Background: an optimization exercise with open tools, aiming at a short achievable clock period and few clock cycles per item. Do not read the settings as production practice. The RTL was checked by simulation tests, not by an equivalence proof against the original design. Power figures rest on the tool's default switching activity, not on a simulated workload.

==> flow/design.v, too long to show whole: its modules and the start of the top module <==
// module sample_fifo: 64 lines
// module iq_decode: 45 lines
// module fir_partial: 2419 lines
// module fm_frontend_top: 106 lines
module fm_frontend_top (
    input  logic                 clock,
    input  logic                 i_rst_n,
    input  logic                 i_in_wr_en,
    input  fm_sample_pkg::byte_t i_in_din,
    output logic                 o_in_full,
    input  logic                 i_out_rd_en,
    output fm_sample_pkg::iq_t   o_out_iq,
    output logic                 o_out_empty
);
  // ...
==> flow/run.sh <==
#!/bin/bash
# synth_recipe.tcl (not shown) runs the flow's synth.tcl, then flattens the netlist and writes it again
# the make line also repeats each setting of config.mk as NAME=value (left out here)
make -C /OpenROAD-flow-scripts/flow DESIGN_CONFIG=/design/flow/config.mk WORK_HOME=/design/flow/orfs CLKGATE_MAP_FILE= SYNTH_SCRIPT=/design/flow/synth_recipe.tcl finish
==> flow/config.mk <==
export PLATFORM = sky130hd
export DESIGN_NAME = fm_frontend_top
export DESIGN_NICKNAME = fm_frontend_top
export VERILOG_FILES = /design/flow/design.v
export SDC_FILE = /design/flow/constraint.sdc
export NUM_CORES = 4
export LEC_CHECK = 0
export CAP_MARGIN = 20
export CORE_MARGIN = 2
export CORE_UTILIZATION = 40
export SLEW_MARGIN = 20
==> flow/constraint.sdc <==
create_clock -name core_clock -period 12.0 [get_ports {clock}]
set_input_delay 2.4000 -clock core_clock [delete_from_list [all_inputs] [get_ports {clock}]]
set_output_delay 2.4000 -clock core_clock [all_outputs]
set_load 0.01 [all_outputs]
==> notes.md, run 1 <==
Psw=3.17 mW; pwr dens=136 mW/mm2; GRT met3 Usage=4.00%; Top Registers=iq_decode_inst.o_hist_i x304, iq_decode_inst.o_hist_q x304, out_fifo_inst.mem x216; hold path depth=0; multi-input gate count=4929; fillers=20.7k; status=complete, no violations; Clk pwr share=45.3%; Area contributors post-synth=dfxtp_1 35%, fa_1 22%, edfxtp_1 9.8%; most frequent cells in the layout=1558 x dfxtp_1, 1475 x nand2_1, 1442 x inv_1; final hold violations=0; CTS-repair resized insts=0; Mapped Cells=8472; Reg2Reg Setup Slack=7.48 ns; Inst Count DP=11.3k; leak pwr=43.0 nW; Multi-input gate area=0.0438 mm2; Routed WL=230000 um; setup repair bufs after CTS=0; fmax=215 MHz; final setup margin=7.35 ns; sequential cell power=6.58 mW; vias in the first global route=57.7k; Placed Area=0.0940 mm2; Final Non-Filler Cells=11.7k; Reg power frac=47.9%
Testbench counts, summed over its fixed seeds: cycles 8,224, items 2,048.
==> run 2, diff against run 1 <==
==> flow/flow/run.sh (new file) <==
#!/bin/bash
# Standard synthesis and layout, with repair_timing asked for extra setup
# slack and the port buffers made plain buffers. Knobs are in knobs.txt.
set -euo pipefail
here="$(cd "$(dirname "${BASH_SOURCE[0]}")" && pwd)"
mapfile -t knobs < <(grep -v '^#' "$here/knobs.txt" | grep -v '^ *$')
bash standard.sh "${knobs[@]}" finish > standard_flow.log 2>&1
==> flow/flow/knobs.txt (new file) <==
SETUP_SLACK_MARGIN=8.8
TNS_END_PERCENT=100
BUFFER_PORTS_ARGS=-buffer_cell sky130_fd_sc_hd__buf_4
==> flow/standard.sh (new file) <==
#!/bin/bash
# synth_recipe.tcl (not shown) runs the flow's synth.tcl, then flattens the netlist and writes it again
# the make line also repeats each setting of config.mk as NAME=value (left out here)
make -C /OpenROAD-flow-scripts/flow DESIGN_CONFIG=/design/flow/config.mk WORK_HOME=/design/flow/orfs CLKGATE_MAP_FILE= SYNTH_SCRIPT=/design/flow/synth_recipe.tcl "${@:-finish}"
removed: flow/run.sh
==> run 2 against run 1 <==
Utilization grew 0.16 points. Via count rose by 0.26%. Die area unchanged. Area after synthesis is the same. Sequential power about the same. Fmax grew 19%. Worst setup slack better by 0.75 ns. Cell count rose by 0.14%. Design area rose by 0.35%. Largest power group unchanged. Routed wire length rose by 1.3%. Worst hold slack lost 0.019 ns. Clock power shrank 2%.
==> notes.md, run 2 <==
initial antenna violation count=7 (was 11); hold path depth=0 (unchanged); total grt overflow=0 (unchanged); Slew HR=22.8% (was 24.7%); Layout Cell Area excl Fill=0.101 mm2 (about the same); htree depth=4 (unchanged); leak pwr=43.2 nW (was 43.0 nW); Detailed Place HPWL=181000 um (was 179000 um); cell taking the most area after synthesis=dfxtp_1 (unchanged); routed wl met3=16900 um (was 17500 um); Max Cap Viol=0 (unchanged); asr flop ratio synth=0% (unchanged); vias in the first global route=57.6k (was 57.7k); Top Registers=iq_decode_inst.o_hist_i x304, iq_decode_inst.o_hist_q x304, out_fifo_inst.mem x216 (unchanged); row count=174 (unchanged); fmax=256 MHz (was 215 MHz); Top Metal Used=met4 (unchanged); Seq cells post-synth=1854 (unchanged); Worst VDD drop=0.132 mV (was 0.138 mV); pwr dens=135 mW/mm2 (was 136 mW/mm2); Ports=78 (unchanged); Core Region=0.224 mm2 (unchanged); Mapped Cells=8472 (unchanged); Placer Congestion=0.910 (was 0.905); clk sinks=1854 (unchanged); DRT Pass-1 Iters=6 (was 7); worst r2r src=iq_decode_inst.q_lo[1] (was iq_decode_inst.byte_cnt[0]); part of the cycle the worst path needs=32.5% (was 38.8%); fin nets=9950 (was 9936); CTS Hold Buffers Added=0 (unchanged); Crit path max-delay family=flip-flops (was buffers and inverters); Post-Syn Area=0.0902 mm2 (unchanged); synth warn=4 (unchanged); crit end category=output pin (was flop); Synth Flop Type=dfxtp_1 (unchanged); sequential area share after synthesis=44.4% (unchanged); Routed WL=233000 um (was 230000 um); Die Y=479 um (unchanged); number of synthesized flops with an enable pin=294 (unchanged); wire length on met2=97800 um (was 94500 um); setup violators final=0 (unchanged); CTS clock-pin slew for the worst setup and hold paths=0.07 ns (was 0.06 ns); worst setup path class=flop to output pin (was input port to flop); top-area cell type share of the netlist area=34.6% (unchanged); Fin Clk Skew=0.0468 ns (was 0.0324 ns); WP data required=9.60 ns (was 12.75 ns); Final min period=3.90 ns (was 4.65 ns); Placed Area=0.0939 mm2 (was 0.0940 mm2); Worst Hold Class=flop to flop (unchanged); CP peak stage delay=0.49 ns (was 0.55 ns); Worst Tran Pin Value=1.16 ns (was 1.13 ns); layout cell share with drive strength beyond 1=6.62% (was 5.14%); crit-path max FO=6 (was 55); Reg2Reg Setup Slack=8.83 ns (was 7.48 ns); Starting Density=40.2% (unchanged); Vias/cell=4.85 (about the same); Antenna Nets Post-Route=0 (unchanged); DRT iter0 DRCs=4606 (was 4831); Worst Path Arrival=1.50 ns (was 5.40 ns); count of different cell masters after synthesis=73 (unchanged); Post-Route M1 WL=114000 um (about the same); Worst-Skew Late Latency=0.85 ns (about the same); CTS tree=yes (unchanged); Area contributors post-synth=dfxtp_1 35%, fa_1 22%, edfxtp_1 9.8% (unchanged); DR WL/cell=19.9 um (was 19.7 um); Longest Clk Path Bufs=3 (unchanged); min-delay src=fir_q_inst.r18[6] (was fir_i_inst.r18[9]); Die Area=0.229 mm2 (unchanged); Synth Net Count=9885 (unchanged); DR vias=56.8k (was 56.6k); Syn Area/Cell=10.6 um2 (unchanged); status=complete, no violations (unchanged); global-route wire length before repair=353000 um (was 350000 um); RSZ-0062 raised after global routing=true (was false); area growth from synthesis to layout=12.0% (was 11.6%); Commonest cells post-synth=1560 x dfxtp_1, 1475 x nand2_1, 1443 x inv_1 (unchanged); count leader, synth=dfxtp_1 (unchanged); hold endpoint=fir_q_inst.s2_701 (was fir_i_inst.s2_728); largest net degree at the start of global routing=218 (was 213); drt drc=0 (unchanged); Core Util, Final=45.0% (was 44.9%); Slew Viols, Final=0 (unchanged); CTS root buffer=clkbuf_16 (unchanged); R2R depth=13 (was 8); die width=479 um (unchanged); Crit-path slowest cell=edfxtp_1 (was clkdlybuf4s50_1); final hold violations=0 (unchanged); GRT Overall Usage=20.3% (was 20.0%); type of origin of the critical path=flop (was input port); Worst Path Buf+Inv=1 (was 4); most frequent cells in the layout=1550 x dfxtp_1, 1473 x nand2_1, 1440 x inv_1 (was 1558 x dfxtp_1, 1475 x nand2_1, 1442 x inv_1); worst flop-to-flop path endpoint=yq_r[17] (was iq_decode_inst.o_hist_q[155]); most common cell after layout, fill and taps aside=dfxtp_1 (unchanged); CTS Buf Count=188 (was 191); crit path cell chain=buf_4 (was clkdlybuf4s50_1 -> nor2_1 -> inv_2 -> buf_4 -> nand2_1 -> nand2_1 -> ha_1 -> inv_1 -> fa_1 -> xor2_1 -> or3_1 -> a21oi_1); final setup TNS=0 ns (unchanged); IO buf count=77 (unchanged)
-- run 2: cell counts after synthesis --
Identical to the previous run, type by type.
-- run 2: per-stage QoR --
step | cells | hold slack (ns) | total power [mW] | setup slack, ns
after global routing | 11695 | 0.324 | 14.1 | 8.03
final | 11696 | 0.306 | 13.6 | 8.10
after global placement | 11320 | 0.311 | 7.62 | 7.64
after detailed placement | 11320 | 0.312 | 7.62 | 7.51
after CTS | 11681 | 0.305 | 13.8 | 8.03
after floorplan | 8472 | 0.310 | 7.23 | 7.49
-- run 2: area by class of cell --
class / instances / area (um2)
tap: 2992 / 3740
clock inverter: 81 / 965
timing repair buffer: 117 / 1220
sequential: 1854 / 40100
clock buffer: 273 / 5510
multi-input combinational: 4931 / 44100
antenna: 3 / 7.51
fill: 20643 / 123000
inverter: 1445 / 5450
-- run 2: repair_timing --
action	CTS	global route
setup buffers	5	12
endpoints found under the setup margin	567	326
gates cloned	2	0
pin swaps	9	22
gates resized for setup	83	61
-- run 2: kinds of logic after synthesis --
group	synth area share (%)
buf+inv	7.08
fa+ha+maj	27.5
xor+xnor	2.79
compound gates	8.49
flops	44.4
simple gates	8.31
mux	1.43
-- run 2: how the worst max path moves through the flow --
stage	startpoint	endpoint	cells after the start
final	out_fifo_inst.o_dout[53]	o_out_iq[61]	1
after global routing	out_fifo_inst.o_dout[26]	o_out_iq[30]	2
after CTS	out_fifo_inst.o_dout[26]	o_out_iq[28]	2
after detailed placement	iq_decode_inst.byte_cnt[0]	iq_decode_inst.o_hist_q[64]	7
after global placement	iq_decode_inst.byte_cnt[0]	iq_decode_inst.o_hist_q[199]	7
after floorplan	i_out_rd_en	out_fifo_inst.count[2]	10
-- run 2: metal layers --
| metal | global-route usage (%) | up-vias |
|---|---|---|
| met4 | 4.15 | 0 |
| met1 | 31.0 | 28164 |
| li1 | - | 26790 |
| met5 | 0 | - |
| met3 | 3.97 | 257 |
| met2 | 29.8 | 1569 |
-- run 2: power by group --
group / internal, mW / switching [mW]
registers: 6.49 / 0.114
logic: 0.440 / 0.524
clock network: 3.48 / 2.59
==> run 3, diff against run 2 <==
==> flow/flow/knobs.txt (replaced) <==
SETUP_SLACK_MARGIN=8.8
TNS_END_PERCENT=100
BUFFER_PORTS_ARGS=-buffer_cell sky130_fd_sc_hd__buf_4
CORE_UTILIZATION=60
PLACE_DENSITY=0.72
==> run 3 against run 2 <==
Global-route usage increased by 9.6 points. Combinational power fell by 3.9%. Fmax is 0.46% higher. Critical endpoint is now o_out_iq[35]. Cell count is 8.3% lower. Synthesized cell count did not move. Clock power is 2% lower. Largest power group unchanged. Flip-flop and latch count did not move.
==> notes.md, run 3 <==
status=complete, no violations (unchanged); layout cell share with drive strength beyond 1=6.61% (was 6.62%); most common cell after layout, fill and taps aside=dfxtp_1 (unchanged); Slew HR=30.3% (was 22.8%); fillers=11.2k (was 20.6k); Layout Cell Area excl Fill=0.0999 mm2 (was 0.101 mm2); top-area cell type share of the netlist area=34.6% (unchanged); final hold violations=0 (unchanged); fin nets=9955 (was 9950); count of different cell masters after synthesis=73 (unchanged); worst flop-to-flop path endpoint=yq_r[23] (was yq_r[17]); DR vias=58.5k (was 56.8k); Seq cells post-synth=1854 (unchanged); Placer Congestion=0.981 (was 0.910); die width=392 um (was 479 um); Core Region=0.150 mm2 (was 0.224 mm2); Die Area=0.153 mm2 (was 0.229 mm2); setup violators final=0 (unchanged); type of origin of the critical path=flop (unchanged); Crit path max-delay family=flip-flops (unchanged); Post-Syn Area=0.0902 mm2 (unchanged); cell taking the most area after synthesis=dfxtp_1 (unchanged); most frequent cells in the layout=1547 x dfxtp_1, 1473 x nand2_1, 1440 x inv_1 (was 1550 x dfxtp_1, 1473 x nand2_1, 1440 x inv_1); Mapped Cells=8472 (unchanged); Synth Flop Type=dfxtp_1 (unchanged); Ports=78 (unchanged); Final min period=3.88 ns (was 3.90 ns); worst r2r src=iq_decode_inst.q_lo[1] (unchanged); Max Cap Viol=0 (unchanged); Antenna Nets Post-Route=0 (unchanged); Placement Setup Slack=7.26 ns (was 7.51 ns); Storage cell area=0.0401 mm2 (about the same); area growth from synthesis to layout=10.7% (was 12.0%); DR WL/cell=21.3 um (was 19.9 um); Commonest cells post-synth=1560 x dfxtp_1, 1475 x nand2_1, 1443 x inv_1 (unchanged); DRT iter0 DRCs=5229 (was 4606); Syn Area/Cell=10.6 um2 (unchanged); RSZ-0062 raised after global routing=true (unchanged); Worst Tran Pin Value=1.05 ns (was 1.16 ns); Starting Density=60.3% (was 40.2%); Synth Net Count=9885 (unchanged); IO buf count=77 (unchanged); worst setup path class=flop to output pin (unchanged); Die Y=392 um (was 479 um); Area contributors post-synth=dfxtp_1 35%, fa_1 22%, edfxtp_1 9.8% (unchanged); Crit-path slowest cell=edfxtp_1 (unchanged); WP data required=9.60 ns (about the same); Reg2Reg Setup Slack=8.88 ns (was 8.83 ns); largest net degree at the start of global routing=194 (was 218); Multi-input gate area=0.0441 mm2 (about the same); GRT Overall Usage=29.9% (was 20.3%); clk sinks=1854 (unchanged); total power draw=13.5 mW (was 13.6 mW); asr flop ratio synth=0% (unchanged); number of synthesized flops with an enable pin=294 (unchanged); drt drc=0 (unchanged); part of the cycle the worst path needs=32.4% (was 32.5%); hold path depth=0 (unchanged); CTS Buf Count=187 (was 188); synth warn=4 (unchanged); row count=142 (was 174); initial antenna violation count=5 (was 7); Routed WL=229000 um (was 233000 um); R2R depth=13 (unchanged); crit-path max FO=1 (was 6); Vias/cell=5.46 (was 4.85); final setup margin=8.12 ns (was 8.10 ns); Worst-Skew Late Latency=0.82 ns (was 0.85 ns); Worst Path Buf+Inv=1 (unchanged); sequential area share after synthesis=44.4% (unchanged); Fin Clk Skew=0.0347 ns (was 0.0468 ns); min-delay src=fir_i_inst.r18[6] (was fir_q_inst.r18[6]); CTS root buffer=clkbuf_16 (unchanged); CTS clock-pin slew for the worst setup and hold paths=0.06 ns (was 0.07 ns); leak pwr=43.2 nW (about the same); vias in the first global route=58.4k (was 57.6k); Detailed Place HPWL=172000 um (was 181000 um); Longest Clk Path Bufs=3 (unchanged); fmax=258 MHz (was 256 MHz); CTS tree=yes (unchanged); final setup TNS=0 ns (unchanged); crit end category=output pin (unchanged); Slew Viols, Final=0 (unchanged); global-route wire length before repair=345000 um (was 353000 um); hold endpoint=fir_i_inst.s2_701 (was fir_q_inst.s2_701); total grt overflow=0 (unchanged); pwr dens=135 mW/mm2 (about the same); Worst Hold Class=flop to flop (unchanged); Placed Area=0.0926 mm2 (was 0.0939 mm2); count leader, synth=dfxtp_1 (unchanged); Worst VDD drop=0.154 mV (was 0.132 mV); crit path cell chain=buf_6 (was buf_4); Top Registers=iq_decode_inst.o_hist_i x304, iq_decode_inst.o_hist_q x304, out_fifo_inst.mem x216 (unchanged); Worst Path Arrival=1.48 ns (was 1.50 ns); CP peak stage delay=0.49 ns (about the same); DRT Pass-1 Iters=5 (was 6); htree depth=4 (unchanged)
[run 3: cell counts after synthesis]
Identical to the previous run, type by type.
[run 3: layer usage]
metal  vias to the layer above  part of all wire (%)  global-route usage (%)
li1                      26796                     -                       -
met1                     28946                    45                    44.9
met2                      2400                    42                    42.8
met3                       363                    11                    8.38
met4                         2                   2.4                    7.76
met5                         -                0.0044                       0
[run 3: kinds of logic (layout without fill, tap and decap cells)]
| kind of cell | count (synthesis) | after routing | share of synthesized area (%) |
|---|---|---|---|
| AND/OR/NAND/NOR | 1863 | 1865 | 8.31 |
| flip-flops | 1854 | 1854 | 44.4 |
| buffers and inverters | 1689 | 1914 | 7.08 |
| adder cells (fa/ha/maj) | 1401 | 1401 | 27.5 |
| AO/OA/AOI/OAI | 1317 | 1317 | 8.49 |
| XOR/XNOR | 287 | 287 | 2.79 |
| multiplexers | 61 | 61 | 1.43 |
| other | 0 | 5 | 0 |
[run 3: timing repair]
action,4_1_cts,5_1_grt
hold buffers,0,0
pin swaps,5,21
resized for setup,91,65
cloned,4,1
setup endpoints to repair,437,261
setup buffers,8,12
[run 3: per-stage QoR]
| stage | util (%) | hold slack, ns | std cells |
|---|---|---|---|
| global placement | 61.9 | 0.311 | 10344 |
| detailed placement | 61.9 | 0.312 | 10344 |
| CTS | 66.5 | 0.316 | 10702 |
| finish | 66.8 | 0.318 | 10720 |
| global route | 66.8 | 0.324 | 10715 |
| floorplan | - | 0.310 | 8472 |
[run 3: worst max-delay path by stage]
stage | from | end | slack [ns] | depth (start not counted)
5_1_grt | out_fifo_inst.o_dout[53] | o_out_iq[58] | 8.05 | 1
2_1_floorplan | i_out_rd_en | out_fifo_inst.count[2] | 7.49 | 10
4_1_cts | out_fifo_inst.o_dout[26] | o_out_iq[28] | 8.06 | 2
6_report | out_fifo_inst.o_dout[30] | o_out_iq[35] | 8.12 | 1
3_3_place_gp | i_out_rd_en | out_fifo_inst.count[2] | 7.26 | 12
3_5_place_dp | i_out_rd_en | out_fifo_inst.count[2] | 7.26 | 12
[run 3: layout make-up]
cell class,instances,share of cell area (%)
flip-flops and latches,1854,40.1
diodes,5,0.0125
clock inverters,82,1.05
multi-input cells,4931,44.2
repair buffers,123,1.36
well taps,2016,2.53
clock buffers,264,5.32
inverters,1445,5.45
[run 3: where the power goes]
group | switching (mW) | internal [mW] | leakage, nW
logic | 0.476 | 0.450 | 24.8
registers | 0.143 | 6.49 | 15.3
clock network | 2.55 | 3.42 | 3.09

## port drivers added, routing unchanged
The flow's constraints put no driver on any port. The routed layouts listed below were extracted and timed again, unchanged, in two steps.
Step 1, drivers: a clkbuf_16 drives clock and a buf_2 each remaining input, both assumed.
Step 2 moves the port delays by t, midway between the first and last clock arrival at a register: inputs arrive t later, outputs are due t later. That takes back most of the time a late clock gives input paths.
Three values: ideal, step 1, step 2; two values: the first two.
| run | t, ns | slack for setup (ns) | worst hold slack (ns) | worst register clock-pin slew, ns |
|---|---|---|---|---|
| run 1 | 0.909 | 7.349 / 7.408 / 6.498 | 0.326 / 0.326 / 0.326 | 0.07 / 0.07 |
| run 2 | 0.912 | 8.099 / 8.013 / 8.012 | 0.306 / 0.306 / 0.306 | 0.07 / 0.07 |
| run 3 | 0.885 | 8.117 / 8.040 / 7.934 | 0.318 / 0.318 / 0.318 | 0.07 / 0.07 |
After both steps setup and hold are still met in every run listed. For run 1, which loses most, drivers alone change the setup slack by +0.059 ns; drivers and shift together by -0.851 ns.
